This is an optimization exercise on Yosys and OpenROAD, whose aim is small area, a short achievable clock period and few clock cycles, not a production implementation. RTL that was checked went through simulation tests only; none was proved equivalent to the original. Power is estimated from default activity; no workload was simulated.

Setup of run M:
Design priority_active_expired_scheduler, start of the top module:
module priority_active_expired_scheduler (
  input  logic                clk,
  input  logic                rst,
  input  logic                cfg_write,
  input  logic [CFG_W-1:0]    cfg_data,
  input  logic                req_valid,
  output logic                req_ready,
  input  logic                req_operation,
  input  logic [ID_BITS-1:0]  req_proc_id,
  input  logic [PRI_IN_W-1:0] req_dynamic_priority,
  input  logic [PRI_IN_W-1:0] req_static_prio,
  output logic                rsp_valid,
  input  logic                rsp_ready,
  output logic [1:0]          rsp_status,
  output logic [ID_BITS-1:0]  rsp_next_id,
  output logic [PRIO_W-1:0]   rsp_priority_now,
  output logic                rsp_banks_swapped
);
Size in the first run: roughly 4200 cells after synthesis, ~2200 flip-flops, roughly 42 I/O pins.
clock: 7.5 ns
lec_check: 0
cap_margin: 20
core_margin: 2
core_utilization: 40
cts_cluster_diameter: 60
cts_cluster_size: 25
setup_slack_margin: 4.5
slew_margin: 20
run.sh (not shown) runs the stock make flow with config.mk's settings and CLKGATE_MAP_FILE= SYNTH_SCRIPT=/design/flow/synth_recipe.tcl, a recipe that flattens the netlist after the stock synthesis.
Run M completed end to end with timing, DRC and antenna clean.
Testbench counts of run M, summed over its fixed seeds: cycles 19,272.
Changes in run B relative to run M:
-- flow/design.v --
<<< run M, line 87
);
  localparam int REQ_W = 1 + ID_BITS + 1 + NUM_LEVELS;
  logic [LVL_W-1:0]      lm1;      
  logic [NUM_LEVELS-1:0] mask;     
  always_ff @(posedge clk) begin
    if (rst) begin
      lm1 <= LVL_W'(LEVELS_RESET - 1);
    end else if (cfg_write) begin
      if (cfg_data == '0) begin
        lm1 <= '0;
      end else if (cfg_data > CFG_W'(NUM_LEVELS)) begin
        lm1 <= LVL_W'(NUM_LEVELS - 1);
      end else begin
        lm1 <= LVL_W'(cfg_data - CFG_W'(1));
      end
    end
  end
  always_comb begin
    for (int l = 0; l < NUM_LEVELS; l++) begin
      mask[l] = LVL_W'(l) <= lm1;
    end
  end
>>> run B, line 87
);
  localparam int REQ_W = 1 + ID_BITS + 1 + NUM_LEVELS;
  logic [NUM_LEVELS-1:0] mask;
  logic [NUM_LEVELS-1:0] cfg_mask;
  always_comb begin
    for (int l = 0; l < NUM_LEVELS; l++) begin
      cfg_mask[l] = (l == 0) || (cfg_data > CFG_W'(l));
    end
  end
  always_ff @(posedge clk) begin
    if (rst) begin
      mask <= NUM_LEVELS'((1 << LEVELS_RESET) - 1);
    end else if (cfg_write) begin
      mask <= cfg_mask;
    end
  end
<<< run M, line 191
  logic [LVL_W-1:0]      t_lvl;
  logic                  t_swap;
  paes_pick u_pick0 (.nonempty(ne[NUM_LEVELS-1:0]),  .mask(mask), .onehot(oh0), .found(found0));
  paes_pick u_pick1 (.nonempty(ne[NQ-1:NUM_LEVELS]), .mask(mask), .onehot(oh1), .found(found1));
  assign pop[NUM_LEVELS-1:0]  = (i_valid && i_take && (!bank || !found1)) ? oh0 : '0;
  assign pop[NQ-1:NUM_LEVELS] = (i_valid && i_take && ( bank || !found0)) ? oh1 : '0;
>>> run B, line 185
  logic [LVL_W-1:0]      t_lvl;
  logic                  t_swap;
  paes_pick u_pick0 (.nonempty(ne[NUM_LEVELS-1:0]),  .mask('1), .onehot(oh0), .found(found0));
  paes_pick u_pick1 (.nonempty(ne[NQ-1:NUM_LEVELS]), .mask('1), .onehot(oh1), .found(found1));
  assign pop[NUM_LEVELS-1:0]  = (i_valid && i_take && (!bank || !found1)) ? oh0 : '0;
  assign pop[NQ-1:NUM_LEVELS] = (i_valid && i_take && ( bank || !found0)) ? oh1 : '0;
<<< run M, line 211
        count[q] <= '0;
        ne[q]    <= 1'b0;
      end
    end else if (!stall) begin
>>> run B, line 205
        count[q] <= '0;
        ne[q]    <= 1'b0;
      end
    end else if (cfg_write) begin
      for (int q = 0; q < NQ; q++) begin
        ne[q] <= (count[q] != '0) && cfg_mask[q % NUM_LEVELS];
      end
    end else if (!stall) begin
<<< run M, line 288
    end
  end
  always_ff @(posedge clk) begin
    if (!stall) begin
      rsp_status        <= r_st;
      rsp_next_id       <= rd | w_id;
      rsp_priority_now  <= r_lvl;
      rsp_banks_swapped <= r_sw;
    end
  end
endmodule
>>> run B, line 286
    end
  end
  localparam int RSP_W = 2 + ID_BITS + PRIO_W + 1;
  logic [RSP_W-1:0] rsp_q, rsp_h, rsp_n;
  assign rsp_n = {r_st, rd | w_id, r_lvl, r_sw};
  always_ff @(posedge clk) begin
    if (!stall) begin
      rsp_h <= rsp_n;
    end
    if (rst) begin
      rsp_q <= '0;
    end else begin
      rsp_q <= stall ? rsp_h : rsp_n;
    end
  end
  assign {rsp_status, rsp_next_id, rsp_priority_now, rsp_banks_swapped} = rsp_q;
endmodule
==> comparison <==
Run B ended with every stage complete and zero timing, DRC or antenna violations. The number of vias per cell of run B is higher than that of run M. Minimum setup slack in the final design deteriorates in run B relative to run M. Cell area grows by a few percent when moving from run M to run B. Cmp run B and run M / relative area of non-clock buffer cells in the final design / higher: run B. Total power of run B is higher than that of run M. Taking run M as the reference, in run B sequential cell count shows an increase of 0.80%; worst reg2reg path depth shows a reduction of 1. In run B the number of buffers other than clock buffers in the final layout turned out 94 higher than in run M. Portion of the clock cycle consumed by the worst path in the final layout came out higher on run B than on run M. On initial cell density of the core, run B and run M are neck and neck. Number of antenna violations at the first check in global routing in run B is 10 higher than in run M. Between run B and run M, it is run B whose largest incremental delay on the critical path is higher, by 130 ps.
Function not checked in run B: the RTL went through the layout flow alone.

==> port drivers added, routing unchanged <==
Ports are ideal in the flow. The routed layouts listed here were re-timed in OpenROAD. Step 1: set_driving_cell puts a clkbuf_16 on clk and a buf_2 on each other input, an assumption about the parent block. Step 2, shift: input delay + t, output delay - t, t = (earliest + latest rising clock arrival at the registers) / 2. This alone moves slack from input paths to output paths. Slacks: ideal / step 1 / step 2; pairs: ideal / step 1.
run	t (ns)	setup WS [ns]	worst data-port slew with drivers (ns)
run M	0.904	4.394 / 4.297 / 3.773	0.16
run B	0.942	4.336 / 4.336 / 3.467	0.15
After both steps setup and hold are still met in every run listed. The setup slack of run B, which loses most, moves by 0.000 ns with the drivers and by -0.869 ns with both steps.
